Background: an optimization exercise with open tools, aiming at small area. Do not read the settings as production practice.
The RTL was checked by simulation tests, not by an equivalence proof against the original design.
No activity file was given, so power comes from the tool's default toggle rates.

== job 8523 ==
==> flow/design.v <==
`default_nettype none
package synth_pkg;
	localparam int SAMPLE_INTERVAL = 1500;          
	localparam int FREQ_DEFAULT = 50;               
	localparam int RATE_DEFAULT = 270;
	localparam int INITIAL_DEFAULT = 511;
	localparam int SPREAD_DEFAULT = 120;
endpackage
`default_nettype wire
`default_nettype none
import synth_pkg::*;
module additive_synth_top (
	input wire ADC_Data_Received,
	input wire reset,
	input wire i_param_load,
	input wire [15:0] i_param_freq,
	input wire [8:0] i_param_rate,
	input wire [8:0] i_param_initial,
	input wire [15:0] i_param_spread,
	output logic o_dac_cs,
	output logic o_dac_clock,
	output logic o_dac_bit
);
	logic [10:0] cnt;                  
	logic active;                      
	logic [7:0] rc;                    
	logic [3:0] b;
	logic copy;                        
	assign b = rc[3:0];
	assign copy = (cnt == 11'd1499) || (cnt == 11'd2047);
	always_ff @(posedge ADC_Data_Received) begin
		if (reset) begin
			cnt <= 11'd2047;
			active <= 1'b0;
			rc <= 8'd0;
		end else begin
			cnt <= copy ? 11'd0 : cnt + 11'd1;
			if (cnt == 11'd1499)
				active <= 1'b1;
			rc <= rc + 8'd1;
		end
	end
	logic [15:0] live_freq, live_spread, snap_freq, snap_spread;
	logic [8:0] live_rate, live_init, snap_rate;
	always_ff @(posedge ADC_Data_Received) begin
		if (reset) begin
			live_freq <= 16'(FREQ_DEFAULT);
			live_rate <= 9'(RATE_DEFAULT);
			live_init <= 9'(INITIAL_DEFAULT);
			live_spread <= 16'(SPREAD_DEFAULT);
		end else if (i_param_load) begin
			live_freq <= i_param_freq;
			live_rate <= i_param_rate;
			live_init <= i_param_initial;
			live_spread <= i_param_spread;
		end
	end
	always_ff @(posedge ADC_Data_Received) begin
		if (!reset && copy) begin
			snap_freq <= live_freq;
			snap_rate <= live_rate;
			snap_spread <= live_spread;
		end
	end
	logic wk;                          
	logic [1:0] w;                     
	logic [4:0] k;                     
	logic kz;
	logic alive;                       
	logic last_word;
	assign kz = (k == 5'd0);
	assign last_word = (b == 4'd15);
	logic [255:0] ring;
	logic head, tap, head_val, head_in, pc, pcn;
	logic [15:0] adv;
	logic adv_out, adv_in, ac, acn, op;
	logic clearing, pa;
	assign head = ring[255];
	assign tap = ring[239];
	assign clearing = !active && (cnt[10:8] == 3'd0);
	assign head_val = head && !clearing;
	assign pa = wk && (w == 2'd1) && alive;
	assign adv_out = adv[0];
	assign {pcn, head_in} = head_val + (pa && adv_out) + (pc && (b != 4'd0));
	always_comb begin
		if ((w == 2'd1) || (w == 2'd0 && kz))
			op = snap_freq[b];
		else if (w == 2'd2)
			op = snap_spread[b];
		else
			op = 1'b0;
	end
	assign {acn, adv_in} = adv_out + op + (ac && (b != 4'd0));
	always_ff @(posedge ADC_Data_Received) begin
		ring <= {ring[254:0], head_in};
		pc <= pcn;
		adv <= {wk ? adv_in : 1'b0, adv[15:1]};
		ac <= acn;
	end
	logic [14:0] x;
	logic s;
	logic seen_a, ain, out_a, clip, magbit;
	logic [14:0] acc_a;
	logic [15:0] sum_a;
	assign ain = (w == 2'd1) && (b != 4'd15) && (head ^ seen_a);
	assign sum_a = {1'b0, acc_a} + (ain ? {1'b0, x} : 16'd0);
	assign out_a = sum_a[0];
	assign clip = (x == 15'h4000);
	assign magbit = out_a || clip;
	always_ff @(posedge ADC_Data_Received) begin
		if (w == 2'd0 && b != 4'd15)
			x <= {tap, x[14:1]};
		if (w == 2'd1 && b == 4'd15)
			s <= head;
		seen_a <= !last_word && (seen_a || head);
		acc_a <= sum_a[15:1];
	end
	logic [8:0] lvl, acc_b;
	logic [9:0] sum_b;
	logic magwin, ratewin, bin, out_b, seen_b, rate_bit;
	logic [15:0] rate_vec;
	assign magwin = (w == 2'd1 && b >= 4'd13) || (w == 2'd2 && b <= 4'd11);
	assign ratewin = wk && !kz && ((w == 2'd0 && b >= 4'd9) || (w == 2'd1 && b <= 4'd1));
	assign rate_vec = {snap_rate[6:0], 7'b0, snap_rate[8], snap_rate[7]};
	assign rate_bit = rate_vec[b];
	assign bin = magwin ? magbit : (ratewin && rate_bit);
	assign sum_b = {1'b0, acc_b} + (bin ? {1'b0, lvl} : 10'd0);
	assign out_b = sum_b[0];
	always_ff @(posedge ADC_Data_Received) begin
		acc_b <= sum_b[9:1];
		seen_b <= !(w == 2'd1 && b == 4'd12) && (seen_b || out_b);
		if (!reset && copy)
			lvl <= live_init;
		else if (wk && !kz && w == 2'd1 && b == 4'd2)
			lvl <= acc_b;
	end
	logic [18:0] tl, tr;
	logic vflag, par, first, aw, tc, tcn, t_op, cbit, t_in;
	assign cbit = vflag && (out_b ^ (s && seen_b));
	assign t_op = !first && (par ? tr[0] : tl[0]);
	assign {tcn, t_in} = t_op + cbit + (tc && !(w == 2'd2 && b == 4'd6));
	always_ff @(posedge ADC_Data_Received) begin
		if (w == 2'd1 && b == 4'd15) begin
			vflag <= alive;
			par <= k[0];
			first <= (k[4:1] == 4'd0);
		end
		tc <= tcn;
		if (aw && !par)
			tl <= {t_in, tl[18:1]};
		if (aw && par)
			tr <= {t_in, tr[18:1]};
	end
	always_ff @(posedge ADC_Data_Received) begin
		if (reset) begin
			wk <= 1'b0;
			w <= 2'd0;
			k <= 5'd0;
			alive <= 1'b0;
			aw <= 1'b0;
		end else begin
			if (!wk) begin
				if (rc == 8'd255 && cnt[10:8] == 3'd1) begin
					wk <= 1'b1;
					alive <= 1'b1;
				end
			end else if (last_word) begin
				if (w == 2'd1 && (adv_out || k == 5'd15))
					alive <= 1'b0;
				if (w == 2'd2) begin
					w <= 2'd0;
					k <= k + 5'd1;
				end else if (w == 2'd0 && k == 5'd16) begin
					wk <= 1'b0;
					k <= 5'd0;
				end else begin
					w <= w + 2'd1;
				end
			end
			if (w == 2'd2 && b == 4'd5)
				aw <= 1'b1;
			else if (w == 2'd0 && b == 4'd8)
				aw <= 1'b0;
		end
	end
	logic fr;
	logic [31:0] word;
	assign word = {tl[18], tl[18:4], tr[18], tr[18:4]};
	assign fr = active && (cnt[10:6] == 5'd0);
	assign o_dac_cs = !fr;
	assign o_dac_clock = fr && cnt[0];
	assign o_dac_bit = fr && word[~cnt[5:1]];
endmodule
`default_nettype wire
Settings: LEC_CHECK=0, CAP_MARGIN=20, CORE_MARGIN=2, CORE_UTILIZATION=40, PLACE_DENSITY=0.6, SLEW_MARGIN=20; clock period 12.0 ns.
standard.sh (not shown) runs the stock make flow with config.mk's settings and CLKGATE_MAP_FILE= SYNTH_SCRIPT=/design/flow/synth_recipe.tcl, a recipe that flattens the netlist after the stock synthesis.
==> flow/flow/run.sh <==
#!/bin/bash
# Standard ORFS layout with a leaner clock tree (large leaf clusters of
# clkbuf_16, no dummy loads) and the smallest buffer on each port.
set -uo pipefail
bash standard.sh \
  "CTS_ARGS=-sink_clustering_enable -repair_clock_nets -buf_list sky130_fd_sc_hd__clkbuf_16 -sink_clustering_size 30 -sink_clustering_max_diameter 80 -dont_use_dummy_load" \
  "BUFFER_PORTS_ARGS=-buffer_cell sky130_fd_sc_hd__buf_1" \
  finish > orfs_make.log 2>&1
status=$?
cp -r orfs/logs orfs_logs 2>/dev/null || true
exit $status
For job 232, these inputs were changed with respect to job 8523:
--- a/flow/design.v
+++ b/flow/design.v
@@ -115,17 +115,17 @@
 		seen_a <= !last_word && (seen_a || head);
 		acc_a <= sum_a[15:1];
 	end
 	logic [8:0] lvl, acc_b;
 	logic [9:0] sum_b;
 	logic magwin, ratewin, bin, out_b, seen_b, rate_bit;
-	logic [15:0] rate_vec;
+	logic [3:0] ri;
 	assign magwin = (w == 2'd1 && b >= 4'd13) || (w == 2'd2 && b <= 4'd11);
 	assign ratewin = wk && !kz && ((w == 2'd0 && b >= 4'd9) || (w == 2'd1 && b <= 4'd1));
-	assign rate_vec = {snap_rate[6:0], 7'b0, snap_rate[8], snap_rate[7]};
-	assign rate_bit = rate_vec[b];
+	assign ri = b - 4'd9;
+	assign rate_bit = snap_rate[ri];
 	assign bin = magwin ? magbit : (ratewin && rate_bit);
 	assign sum_b = {1'b0, acc_b} + (bin ? {1'b0, lvl} : 10'd0);
 	assign out_b = sum_b[0];
 	always_ff @(posedge ADC_Data_Received) begin
 		acc_b <= sum_b[9:1];
 		seen_b <= !(w == 2'd1 && b == 4'd12) && (seen_b || out_b);
@@ -181,14 +181,18 @@
 				aw <= 1'b1;
 			else if (w == 2'd0 && b == 4'd8)
 				aw <= 1'b0;
 		end
 	end
 	logic fr;
-	logic [31:0] word;
-	assign word = {tl[18], tl[18:4], tr[18], tr[18:4]};
+	logic [4:0] n;
+	logic [18:0] tsel;
+	logic [3:0] m;
 	assign fr = active && (cnt[10:6] == 5'd0);
+	assign n = cnt[5:1];
+	assign tsel = n[4] ? tr : tl;
+	assign m = n[3:0];
 	assign o_dac_cs = !fr;
 	assign o_dac_clock = fr && cnt[0];
-	assign o_dac_bit = fr && word[~cnt[5:1]];
+	assign o_dac_bit = fr && ((m == 4'd0) ? tsel[18] : tsel[5'd19 - {1'b0, m}]);
 endmodule
 `default_nettype wire
Notes after the runs:
Summary of job 232 over job 8523: power consumption grew by 3.9%; design area grew by 360 um2. [compare] base=job 8523 new=job 232: met2 usage ~0 delta; leakage power of the design +about 1.8%; maximum clock rate +0.96%.

---

Setup of run A:
additive_synth_top, a different RTL version from the one above (not shown whole).
Size: about 990 cells after synthesis, about 490 flip-flops, ~56 I/O pins, about 14000 sq um of cells after synthesis.
==> flow/config.mk <==
export PLATFORM = sky130hd
export DESIGN_NAME = additive_synth_top
export DESIGN_NICKNAME = additive_synth_top
export VERILOG_FILES = /design/flow/design.v
export SDC_FILE = /design/flow/constraint.sdc
export NUM_CORES = 4
export LEC_CHECK = 0
export CAP_MARGIN = 20
export CORE_MARGIN = 2
export CORE_UTILIZATION = 40
export PLACE_DENSITY = 0.6
export SLEW_MARGIN = 20
==> flow/constraint.sdc <==
create_clock -name core_clock -period 12.0 [get_ports {ADC_Data_Received}]
set_input_delay 2.4000 -clock core_clock [delete_from_list [all_inputs] [get_ports {ADC_Data_Received}]]
set_output_delay 2.4000 -clock core_clock [all_outputs]
set_load 0.01 [all_outputs]
==> flow/flow/run.sh <==
#!/bin/bash
# Standard ORFS layout with a leaner clock tree (large leaf clusters, no
# dummy loads) and the smallest buffer on each port.
set -uo pipefail
bash standard.sh \
  "CTS_ARGS=-sink_clustering_enable -repair_clock_nets -buf_list sky130_fd_sc_hd__clkbuf_4 -sink_clustering_size 12 -sink_clustering_max_diameter 50 -dont_use_dummy_load" \
  "BUFFER_PORTS_ARGS=-buffer_cell sky130_fd_sc_hd__buf_1" \
  finish > orfs_make.log 2>&1
status=$?
cp -r orfs/logs orfs_logs 2>/dev/null || true
exit $status
Here is what was changed in the inputs of run B compared with run A.
diff --git a/flow/design.v b/flow/design.v
--- a/flow/design.v
+++ b/flow/design.v
@@ -108,52 +108,42 @@
 		pc <= pcn;
 		adv <= {wk ? adv_in : 1'b0, adv[15:1]};
 		ac <= acn;
 	end
 	logic [14:0] x;
 	logic s;
 	logic seen_a, ain, out_a, clip, magbit;
 	logic [14:0] acc_a;
 	logic [15:0] sum_a;
 	assign ain = (w == 2'd1) && (b != 4'd15) && (head ^ seen_a);
-	logic [15:0] ca;
-	assign ca[0] = 1'b0;
-	for (genvar i = 0; i < 15; i++) begin : g_add_a
-		assign {ca[i+1], sum_a[i]} = acc_a[i] + (ain && x[i]) + ca[i];
-	end
-	assign sum_a[15] = ca[15];
+	assign sum_a = {1'b0, acc_a} + (ain ? {1'b0, x} : 16'd0);
 	assign out_a = sum_a[0];
 	assign clip = (x == 15'h4000);
 	assign magbit = out_a || clip;
 	always_ff @(posedge ADC_Data_Received) begin
 		if (w == 2'd0 && b != 4'd15)
 			x <= {tap, x[14:1]};
 		if (w == 2'd1 && b == 4'd15)
 			s <= head;
 		seen_a <= !last_word && (seen_a || head);
 		acc_a <= sum_a[15:1];
 	end
 	logic [8:0] lvl, acc_b;
 	logic [9:0] sum_b;
 	logic magwin, ratewin, bin, out_b, seen_b, rate_bit;
 	logic [15:0] rate_vec;
 	assign magwin = (w == 2'd1 && b >= 4'd13) || (w == 2'd2 && b <= 4'd11);
 	assign ratewin = wk && !kz && ((w == 2'd0 && b >= 4'd9) || (w == 2'd1 && b <= 4'd1));
 	assign rate_vec = {snap_rate[6:0], 7'b0, snap_rate[8], snap_rate[7]};
 	assign rate_bit = rate_vec[b];
 	assign bin = magwin ? magbit : (ratewin && rate_bit);
-	logic [9:0] cb;
-	assign cb[0] = 1'b0;
-	for (genvar i = 0; i < 9; i++) begin : g_add_b
-		assign {cb[i+1], sum_b[i]} = acc_b[i] + (bin && lvl[i]) + cb[i];
-	end
-	assign sum_b[9] = cb[9];
+	assign sum_b = {1'b0, acc_b} + (bin ? {1'b0, lvl} : 10'd0);
 	assign out_b = sum_b[0];
 	always_ff @(posedge ADC_Data_Received) begin
 		acc_b <= sum_b[9:1];
 		seen_b <= !(w == 2'd1 && b == 4'd12) && (seen_b || out_b);
 		if (!reset && copy)
 			lvl <= lv ? live_init : 9'(INITIAL_DEFAULT);
 		else if (wk && !kz && w == 2'd1 && b == 4'd2)
 			lvl <= acc_b;
 	end
 	logic [15:0] tl_lo, tr_lo;
Findings:
- Run B against run A: overall fraction of global-route tracks in use shows an increase of 0.30 points; area of the core increased 1100 sq um; area after synthesis has increased; switching part of the total power shrank by 0.76 points; post-synthesis compound-gate area fraction rose by 2.2 points.
- A type of the setup path with the least slack of reg -> out is what run B shows, while reg -> reg belongs to run A.
- Run B went all the way through synthesis, placement and routing and the layout is clean on timing, DRC and antenna.
- In run B the number of nets produced by synthesis turned out 90 higher than in run A.
- Height of the chip in run B is 3.0 um higher than in run A
- Sequential portion of the cell area (higher): run A
- Row switching component of the power: run B lower / run A higher
- Area of placed instances ends up higher on run B.
- Smallest setup slack after layout, run A and run B: higher on run B
- Between run A and run B, fraction of met1 tracks used by global routing increased.
- Standard-cell row count was lower in the run labelled run A.

-- port drivers added, routing unchanged --
Ports are ideal in the flow. The routed layouts listed here were re-timed in OpenROAD.
Step 1, drivers: a clkbuf_16 drives ADC_Data_Received and a buf_2 each remaining input, both assumed.
Step 2 moves the port delays by t, midway between the first and last clock arrival at a register: inputs arrive t later, outputs are due t later. That takes back most of the time a late clock gives input paths.
Slacks: no drivers / after step 1 / after step 2; pairs: no drivers / after step 1.
run	t, ns	setup slack, ns	hold slack, ns	worst data-port slew with drivers (ns)	cell pins on the clock port's net
job 8523	0.561	6.845 / 6.799 / 7.327	0.311 / 0.311 / 0.311	0.07	1
job 232	0.577	6.894 / 6.845 / 7.361	0.294 / 0.294 / 0.294	0.05	1
run A	0.704	4.191 / 4.191 / 4.191	0.277 / 0.277 / 0.277	0.05	1
run B	0.693	6.333 / 6.294 / 6.986	0.296 / 0.296 / 0.296	0.04	1
After both steps every run listed still meets setup and hold.
